This design comes from an exercise in tuning for small area, a short achievable clock period and few clock cycles per item on the open sky130 flow, not from production work.
RTL that was checked went through simulation tests only; none was proved equivalent to the original.
No activity file was given, so power comes from the tool's default toggle rates.

==> flow/design.v (excerpt) <==
module quantized_matvec_accumulator (
   input  logic                             clock,
   input  logic                             reset,
   input  logic                             req_valid,
   output logic                             req_ready,
   input  logic signed [15:0]               req_activation,
   input  logic [15:0]                      req_weight_word,
   input  logic signed [15:0]               req_weight_scale,
   output logic                             rsp_valid,
   input  logic                             rsp_ready,
   output logic signed [31:0]               rsp_dot_result,
   output logic [19:0]                      rsp_result_index,
   output logic [12:0]                      rsp_weight_row,
   output logic                             rsp_saturated,
   output logic                             rsp_job_done,
   input  logic                             csr_we,
   input  logic [2:0]                       csr_index,
   input  logic [12:0]                      csr_wdata
);
Size: roughly 2700 cells after synthesis, roughly 360 flip-flops, about 140 I/O pins, about 0.026 mm^2 of cells after synthesis.
clock: 11.5 ns
lec_check: 0
cap_margin: 20
core_margin: 2
core_utilization: 40
cts_buf_list: sky130_fd_sc_hd__clkbuf_4
slew_margin: 20
standard.sh (not shown) runs the stock make flow with config.mk's settings and CLKGATE_MAP_FILE= SYNTH_SCRIPT=/design/flow/synth_recipe.tcl, a recipe that flattens the netlist after the stock synthesis.
==> flow/flow/run.sh <==
#!/bin/bash
# The standard layout (the standard.sh: standard synthesis, then ORFS floorplan to
# finish) with two changes to how it is made:
#  - timing repair is asked to leave 7.8 ns of setup slack at the 11.5 ns clock, so that
#    it sizes and buffers the paths above 3.7 ns as well;
#  - the port buffers that placement inserts (one on every input and output, as in the
#    standard flow) are sky130_fd_sc_hd__buf_1 cells.
# The clock, constraints and everything else are the standard flow's.
set -euo pipefail
export SETUP_SLACK_MARGIN=7.8
export BUFFER_PORTS_ARGS="-buffer_cell sky130_fd_sc_hd__buf_1"
bash standard.sh finish > standard_flow.log 2>&1
Testbench counts at the start, summed over its fixed seeds: cycles 27,508, elements 25,630.
Next try:
==> flow/flow/run.sh (replaced) <==
#!/bin/bash
# The standard layout (the standard.sh: standard synthesis, then ORFS floorplan to
# finish), with timing repair asked to leave 7.5 ns of setup slack at the 11.5 ns clock,
# so that it sizes and buffers the paths above 4 ns as well. The clock, constraints and
# everything else are the standard flow's.
set -euo pipefail
export SETUP_SLACK_MARGIN=7.5
bash standard.sh finish > standard_flow.log 2>&1
CTS_BUF_LIST = unset   (was sky130_fd_sc_hd__clkbuf_4)
=> Setup slack degrades by 160 ps; sequential power is about the same; core utilization barely changes; via count decreases by about 2.5%; die area is unchanged; total power falls by about 0.5%.
Next try:
==> flow/flow/run.sh (replaced) <==
#!/bin/bash
# The standard layout (the standard.sh: standard synthesis, then ORFS floorplan to
# finish) with two changes to how it is made:
#  - timing repair is asked to leave 7.95 ns of setup slack at the 11.5 ns clock, so that
#    it sizes and buffers the paths above 3.55 ns as well;
#  - the port buffers that placement inserts (one on every input and output, as in the
#    standard flow) are sky130_fd_sc_hd__buf_1 cells.
# The clock, constraints and everything else are the standard flow's.
set -euo pipefail
export SETUP_SLACK_MARGIN=7.95
export BUFFER_PORTS_ARGS="-buffer_cell sky130_fd_sc_hd__buf_1"
bash standard.sh finish > standard_flow.log 2>&1
Clock power goes down by about 4%.
Cell count goes up by 1.9%.
Routed wire length goes up by 2.0%.

Setup of cedar:
quantized_matvec_accumulator, a different RTL version from the one above (not shown whole).
Size in the first run: about 3000 cells after synthesis, about 390 flip-flops, roughly 140 I/O pins, ~28000 um2 of cells after synthesis.
Design quantized_matvec_accumulator, start of the top module:
module quantized_matvec_accumulator (
   input  logic                             clock,
   input  logic                             reset,
   input  logic                             req_valid,
   output logic                             req_ready,
   input  logic signed [15:0]               req_activation,
   input  logic [15:0]                      req_weight_word,
   input  logic signed [15:0]               req_weight_scale,
   output logic                             rsp_valid,
   input  logic                             rsp_ready,
   output logic signed [31:0]               rsp_dot_result,
   output logic [19:0]                      rsp_result_index,
   output logic [12:0]                      rsp_weight_row,
   output logic                             rsp_saturated,
   output logic                             rsp_job_done,
   input  logic                             csr_we,
   input  logic [2:0]                       csr_index,
   input  logic [12:0]                      csr_wdata
);
==> flow/config.mk <==
export PLATFORM = sky130hd
export DESIGN_NAME = quantized_matvec_accumulator
export DESIGN_NICKNAME = quantized_matvec_accumulator
export VERILOG_FILES = /design/flow/design.v
export SDC_FILE = /design/flow/constraint.sdc
export NUM_CORES = 4
export LEC_CHECK = 0
export CAP_MARGIN = 20
export CORE_MARGIN = 2
export CORE_UTILIZATION = 40
export SLEW_MARGIN = 20
==> flow/constraint.sdc <==
create_clock -name core_clock -period 11.5 [get_ports {clock}]
set_input_delay 2.3000 -clock core_clock [delete_from_list [all_inputs] [get_ports {clock}]]
set_output_delay 2.3000 -clock core_clock [all_outputs]
set_load 0.01 [all_outputs]
==> flow/flow/run.sh <==
#!/bin/bash
# The standard layout (the standard.sh: standard synthesis, then ORFS floorplan to
# finish), with timing repair asked to leave 8.3 ns of setup slack at the 11.5 ns clock,
# so that it sizes and buffers the paths above 3.2 ns as well. The clock, constraints and
# everything else are the standard flow's.
set -euo pipefail
export SETUP_SLACK_MARGIN=8.3
bash standard.sh finish > standard_flow.log 2>&1
Testbench counts of cedar, summed over its fixed seeds: cycles 27,508, elements 25,630.
### cedar -> quartz
==> flow/run.sh (new file) <==
#!/bin/bash
# synth_recipe.tcl (not shown) runs the flow's synth.tcl, then flattens the netlist and writes it again
# the make line also repeats each setting of config.mk as NAME=value (left out here)
make -C /OpenROAD-flow-scripts/flow DESIGN_CONFIG=/design/flow/config.mk WORK_HOME=/design/flow/orfs CLKGATE_MAP_FILE= SYNTH_SCRIPT=/design/flow/synth_recipe.tcl finish
removed: flow/flow/run.sh
removed: flow/standard.sh
==> results.txt <==
Looking at the reports, quartz completed the entire flow and the layout it produced met the timing, DRC and antenna checks. The least setup slack across all paths after layout in quartz sits 0.87 ns below the value recorded for cedar. Comparing cedar and quartz, met1 track utilization from global routing is higher on cedar. The wire length of the first global-routing pass in quartz was lower than what cedar gave.
Input changes introduced in indigo (baseline for comparison: quartz):
==> flow/flow/run.sh (new file) <==
#!/bin/bash
# The standard layout (the standard.sh: standard synthesis, then ORFS floorplan to
# finish), with timing repair asked to leave 7.5 ns of setup slack at the 11.5 ns clock,
# so that it sizes and buffers the paths above 4 ns as well. The clock, constraints and
# everything else are the standard flow's.
set -euo pipefail
export SETUP_SLACK_MARGIN=7.5
bash standard.sh finish > standard_flow.log 2>&1
==> flow/standard.sh (new file) <==
#!/bin/bash
# synth_recipe.tcl (not shown) runs the flow's synth.tcl, then flattens the netlist and writes it again
# the make line also repeats each setting of config.mk as NAME=value (left out here)
make -C /OpenROAD-flow-scripts/flow DESIGN_CONFIG=/design/flow/config.mk WORK_HOME=/design/flow/orfs CLKGATE_MAP_FILE= SYNTH_SCRIPT=/design/flow/synth_recipe.tcl "${@:-finish}"
removed: flow/run.sh
--- outcome ---
indigo completed end to end with timing, DRC and antenna clean.
Compared with quartz, indigo shows power consumption that has gone up slightly.
The net count of the finished layout of indigo is higher than that of quartz.
Re number of remaining DRC errors: no difference whatsoever between indigo and quartz.
indigo vs. quartz: internal power consumption grew by 26 uW; via count rose 0.95%; adder-cell share of the synthesized area comparable; amount of wire on met2 after detailed routing grew by 2.5%; total non-filler cell area in the finished layout higher.
On sequential share of layout area: between indigo and quartz, it ends up lower for indigo.

## build 93
quantized_matvec_accumulator, a different RTL version from the one above (not shown whole).
For scale: ~360 flip-flops, ~140 I/O pins.
export LEC_CHECK = 0
export CAP_MARGIN = 20
export CORE_MARGIN = 2
export CORE_UTILIZATION = 40
export SLEW_MARGIN = 20
create_clock -name core_clock -period 11.5 [get_ports {clock}]
==> flow/flow/run.sh <==
#!/bin/bash
# The standard layout (the standard.sh: standard synthesis, then ORFS floorplan to
# finish), with timing repair asked to leave 7.5 ns of setup slack at the 11.5 ns clock,
# so that it sizes and buffers the paths above 4 ns as well. The clock, constraints and
# everything else are the standard flow's.
set -euo pipefail
export SETUP_SLACK_MARGIN=7.8
bash standard.sh finish > standard_flow.log 2>&1
Build 93: all stages complete, timing, DRC and antenna checks passed
Inputs modified between build 93 and build 28:
Settings: swapping 40 for 55 in CORE_UTILIZATION; putting PLACE_DENSITY at 0.72 where nothing was set.
-- flow/flow/run.sh --
<<< build 93, line 5
# everything else are the standard flow's.
set -euo pipefail
export SETUP_SLACK_MARGIN=7.8
bash standard.sh finish > standard_flow.log 2>&1
>>> build 28, line 5
# everything else are the standard flow's.
set -euo pipefail
export SETUP_SLACK_MARGIN=7.5
bash standard.sh finish > standard_flow.log 2>&1
Findings:
Build 28 reached the end of the flow, and the finished layout is clean on the timing, DRC and antenna checks.
For the power, build 28 came in 1.9% lower than build 93 did.
| shortest clock period the worst path allows after layout | build 28 vs build 93 | better |
Build 28 vs build 93 on fraction of final layout cells sized beyond drive strength 1: build 28 is the lower one.
Delta (build 28 minus build 93): routability-driven placement congestion ratio higher; final cycle utilization of the critical path lower; data arrival time of the critical path lower; fraction of area in registers higher.
Compared to build 93, build 28 has least setup slack across all paths after layout 0.066 ns higher.
Edits applied to the flow inputs when going from build 28 to build 19:
Settings: PLACE_DENSITY no longer set, was 0.72; CORE_UTILIZATION now 40, was 55.
-- flow/flow/run.sh --
<<< build 28, line 5
# everything else are the standard flow's.
set -euo pipefail
export SETUP_SLACK_MARGIN=7.5
bash standard.sh finish > standard_flow.log 2>&1
>>> build 19, line 5
# everything else are the standard flow's.
set -euo pipefail
export SETUP_SLACK_MARGIN=7.3
bash standard.sh finish > standard_flow.log 2>&1
[summary]
Re combinational fraction of design power: build 19 and build 28 aren't equal, and the higher value belongs to build 28.
Status: sequential cell area in the final layout parity (build 28, build 19)
Build 19 -> build 28: mean area per synthesized cell delta 0, exact match
Est. power | build 19 vs build 28 | build 19 lower
Build 28 has a lower number of standard cells in the final layout excluding fillers than build 19.
Compared with build 28, build 19 shows number of vias per cell that has gone down by a little under 10%.
Summary of the comparison: number of nets in the finished design is lower in build 19, relative to build 28.
Build 19 ended up with a higher die boundary width than build 28 did.
Core utilization: build 19 lower than build 28
Tightest slew margin relative to the limit: build 19 vs build 28 — no meaningful difference
Build 19 can be clocked slower than build 28.
What build 67 does differently from build 19 at the input level:
-- flow/flow/run.sh --
<<< build 19, line 5
# everything else are the standard flow's.
set -euo pipefail
export SETUP_SLACK_MARGIN=7.3
bash standard.sh finish > standard_flow.log 2>&1
>>> build 67, line 5
# everything else are the standard flow's.
set -euo pipefail
export SETUP_SLACK_MARGIN=7.5
bash standard.sh finish > standard_flow.log 2>&1
--- outcome ---
Of build 19 and build 67, the run reporting the higher multi-input gate share of the layout cell area was build 19. Build 19 vs build 67, last element of the critical path: u_dp.h_ff[13] vs u_ctrl.ready_port_ff. Re cell area after synthesis: no difference whatsoever between build 67 and build 19. Summary: with build 19 as the reference, routed length on met1 in build 67 moved down slightly. Logic depth of the worst path, buffers included was lower in the run labelled build 67. Compared build 67 vs build 19, and first-pass GRT wire length is down in build 67. Clock period minus final worst setup slack came out lower on build 67 than on build 19. Against build 19, build 67 reports a via density per instance that is lower. In the reports for build 19 and build 67, the smaller clock share of power belongs to build 19.
No run of this note included a check of the RTL's function; only the layout flow was run.

== run 1 ==
quantized_matvec_accumulator with an RTL version that a note above also has.
For scale: roughly 2,700 cells after synthesis, ~360 flip-flops, about 140 I/O pins.
clock: 11.5 ns
lec_check: 0
cap_margin: 20
core_margin: 2
core_utilization: 40
cts_buf_list: sky130_fd_sc_hd__clkbuf_4
slew_margin: 20
==> flow/flow/run.sh <==
#!/bin/bash
# The standard layout (the standard.sh: standard synthesis, then ORFS floorplan to
# finish), with timing repair asked to leave 7.5 ns of setup slack at the 11.5 ns clock,
# so that it sizes and buffers the paths above 4 ns as well. The clock, constraints and
# everything else are the standard flow's.
set -euo pipefail
export SETUP_SLACK_MARGIN=7.5
bash standard.sh finish > standard_flow.log 2>&1
Testbench counts of run 1, summed over its fixed seeds: cycles 27,508, elements 25,630.
--- input diff run 1..run 2 ---
Settings: CTS_CLUSTER_SIZE: unset -> 24; CTS_BUF_LIST: sky130_fd_sc_hd__clkbuf_4 -> sky130_fd_sc_hd__clkbuf_8.
==> flow/flow/run.sh <==
#!/bin/bash
# The standard layout (the standard.sh: standard synthesis, then ORFS floorplan to
# finish) with two changes to how it is made:
#  - timing repair is asked to leave 7.8 ns of setup slack at the 11.5 ns clock, so that
#    it sizes and buffers the paths above 3.7 ns as well;
#  - the port buffers that placement inserts (one on every input and output, as in the
#    standard flow) are sky130_fd_sc_hd__buf_1 cells.
# The clock, constraints and everything else are the standard flow's.
set -euo pipefail
export SETUP_SLACK_MARGIN=7.8
export BUFFER_PORTS_ARGS="-buffer_cell sky130_fd_sc_hd__buf_1"
bash standard.sh finish > standard_flow.log 2>&1
==> comparison <==
Summary: fmax, run 2 better than run 1. [compare] base=run 1 new=run 2: part of the total power dissipated in combinational logic picked up an extra 0.3 points, required time at the worst-slack endpoint lost 0.19 ns, area used by sequential logic in the layout about even, final setup slack of the worst path now sits higher. Max switching share of power across run 1 and run 2: run 2. Overall power: run 1 and run 2 compared, higher one is run 2. Between run 1 and run 2, the time the final worst path needs with I/O delays and setup is lower for run 2. Against run 1, run 2 comes in 0.41 ns higher on worst slack after detailed placement.
[inputs] run 3 vs run 2
Settings: a deleted CTS_BUF_LIST that had been sky130_fd_sc_hd__clkbuf_8; a deleted CTS_CLUSTER_SIZE that had been 24.
-- flow/flow/run.sh --
<<< run 2, line 4
#  - timing repair is asked to leave 7.8 ns of setup slack at the 11.5 ns clock, so that
#    it sizes and buffers the paths above 3.7 ns as well;
>>> run 3, line 4
#  - timing repair is asked to leave 8.1 ns of setup slack at the 11.5 ns clock, so that
#    it sizes and buffers the paths above 3.4 ns as well;
<<< run 2, line 10
export SETUP_SLACK_MARGIN=7.8
>>> run 3, line 10
export SETUP_SLACK_MARGIN=8.1
[summary]
Start point of the critical path = csr_wdata[4]: run 2; start point of the critical path = u_dp.bca_ff[1]: run 3
Per the comparison of run 3 with run 2, cell count after placement now sits at about the same level; number of standard cells in the final layout excluding fillers now sits higher; design area now sits higher; first-pass GRT wire length now sits higher.
The following lists how run 4 was set up differently from run 3:
-- flow/flow/run.sh --
<<< run 3, line 4
#  - timing repair is asked to leave 8.1 ns of setup slack at the 11.5 ns clock, so that
#    it sizes and buffers the paths above 3.4 ns as well;
>>> run 4, line 4
#  - timing repair is asked to leave 7.5 ns of setup slack at the 11.5 ns clock, so that
#    it sizes and buffers the paths above 4 ns as well;
<<< run 3, line 10
export SETUP_SLACK_MARGIN=8.1
>>> run 4, line 10
export SETUP_SLACK_MARGIN=7.5
[summary]
Comparing run 3 and run 4, the lower area growth from synthesis to layout is on run 4.
In run 4 relative to run 3, detailed-routing wirelength on met1 had gone down by a few percent.
Run 3 was larger in final cell area than run 4.
Cmp run 3 and run 4 / wire length / lower: run 4
Setup slack: run 4 less than run 3
Of the two candidates, run 3 has the better clock skew and run 4 the worse one.
Compared with run 3, run 4 shows placement-stage cell area lower by 0.74%.

Starting RTL as in the previous note.
Settings: LEC_CHECK=0, CAP_MARGIN=20, CORE_MARGIN=2, CORE_UTILIZATION=40, CTS_CLUSTER_SIZE=30, SLEW_MARGIN=20; clock period 11.5 ns.
==> flow/flow/run.sh <==
#!/bin/bash
# The standard layout (the standard.sh: standard synthesis, then ORFS floorplan to
# finish) with two changes to how it is made:
#  - timing repair is asked to leave 7.8 ns of setup slack at the 11.5 ns clock, so that
#    it sizes and buffers the paths above 3.7 ns as well;
#  - the port buffers that placement inserts (one on every input and output, as in the
#    standard flow) are sky130_fd_sc_hd__buf_1 cells.
# The clock, constraints and everything else are the standard flow's.
set -euo pipefail
export SETUP_SLACK_MARGIN=7.8
export BUFFER_PORTS_ARGS="-buffer_cell sky130_fd_sc_hd__buf_1"
bash standard.sh finish > standard_flow.log 2>&1
Testbench counts at the start, summed over its fixed seeds: cycles 27,508, elements 25,630.
Change:
- CTS_CLUSTER_SIZE: 30 -> default
First-iteration DRC count is unchanged.
Global-route usage stays the same.
Synthesized cell count is unchanged.

afterwards: timing with drivers on the ports:
Ports are ideal in the flow. The routed layouts listed here were re-timed in OpenROAD. Step 1, drivers: a clkbuf_16 drives clock and a buf_2 each remaining input, both assumed. Step 2 times the ports against the registers' clock, not the clock port: input delays grow and output delays shrink by t, the midpoint of the rising clock arrivals with the driver on. a / b / c = ideal / step 1 / step 2; a / b = the first two.
run | shift t [ns] | setup slack, ns | clock arrival spread, ns | cell pins on the clock port's net
the first run of note 1 | 0.929 | 7.730 / 7.672 / 6.926 | 0.079 / 0.079 | 1
the second run of note 1 | 0.651 | 7.565 / 7.503 / 6.965 | 0.040 / 0.040 | 1
the third run of note 1 | 0.637 | 7.785 / 7.783 / 7.146 | 0.027 / 0.027 | 1
cedar | 0.655 | 7.762 / 7.697 / 7.430 | 0.035 / 0.035 | 1
quartz | 0.637 | 6.895 / 6.831 / 6.659 | 0.028 / 0.028 | 1
indigo | 0.638 | 7.571 / 7.506 / 6.949 | 0.029 / 0.030 | 1
build 93 | 0.637 | 7.464 / 7.464 / 7.106 | 0.032 / 0.032 | 1
build 28 | 0.652 | 7.530 / 7.480 / 7.001 | 0.044 / 0.044 | 1
build 19 | 0.647 | 7.410 / 7.410 / 6.827 | 0.045 / 0.046 | 1
build 67 | 0.645 | 7.531 / 7.511 / 6.915 | 0.032 / 0.031 | 1
run 1 | 0.910 | 7.605 / 7.547 / 6.734 | 0.124 / 0.124 | 1
run 2 | 0.731 | 7.745 / 7.754 / 7.027 | 0.067 / 0.066 | 1
run 3 | 0.651 | 7.772 / 7.772 / 7.211 | 0.027 / 0.027 | 1
run 4 | 0.649 | 7.632 / 7.650 / 7.023 | 0.036 / 0.036 | 1
the first run of note 5 | 0.650 | 7.785 / 7.785 / 7.235 | 0.038 / 0.038 | 1
the second run of note 5 | 0.650 | 7.785 / 7.785 / 7.235 | 0.038 / 0.038 | 1
After both steps setup and hold are still met in every run listed. For run 1, which loses most, drivers alone change the setup slack by -0.058 ns; drivers and shift together by -0.871 ns.
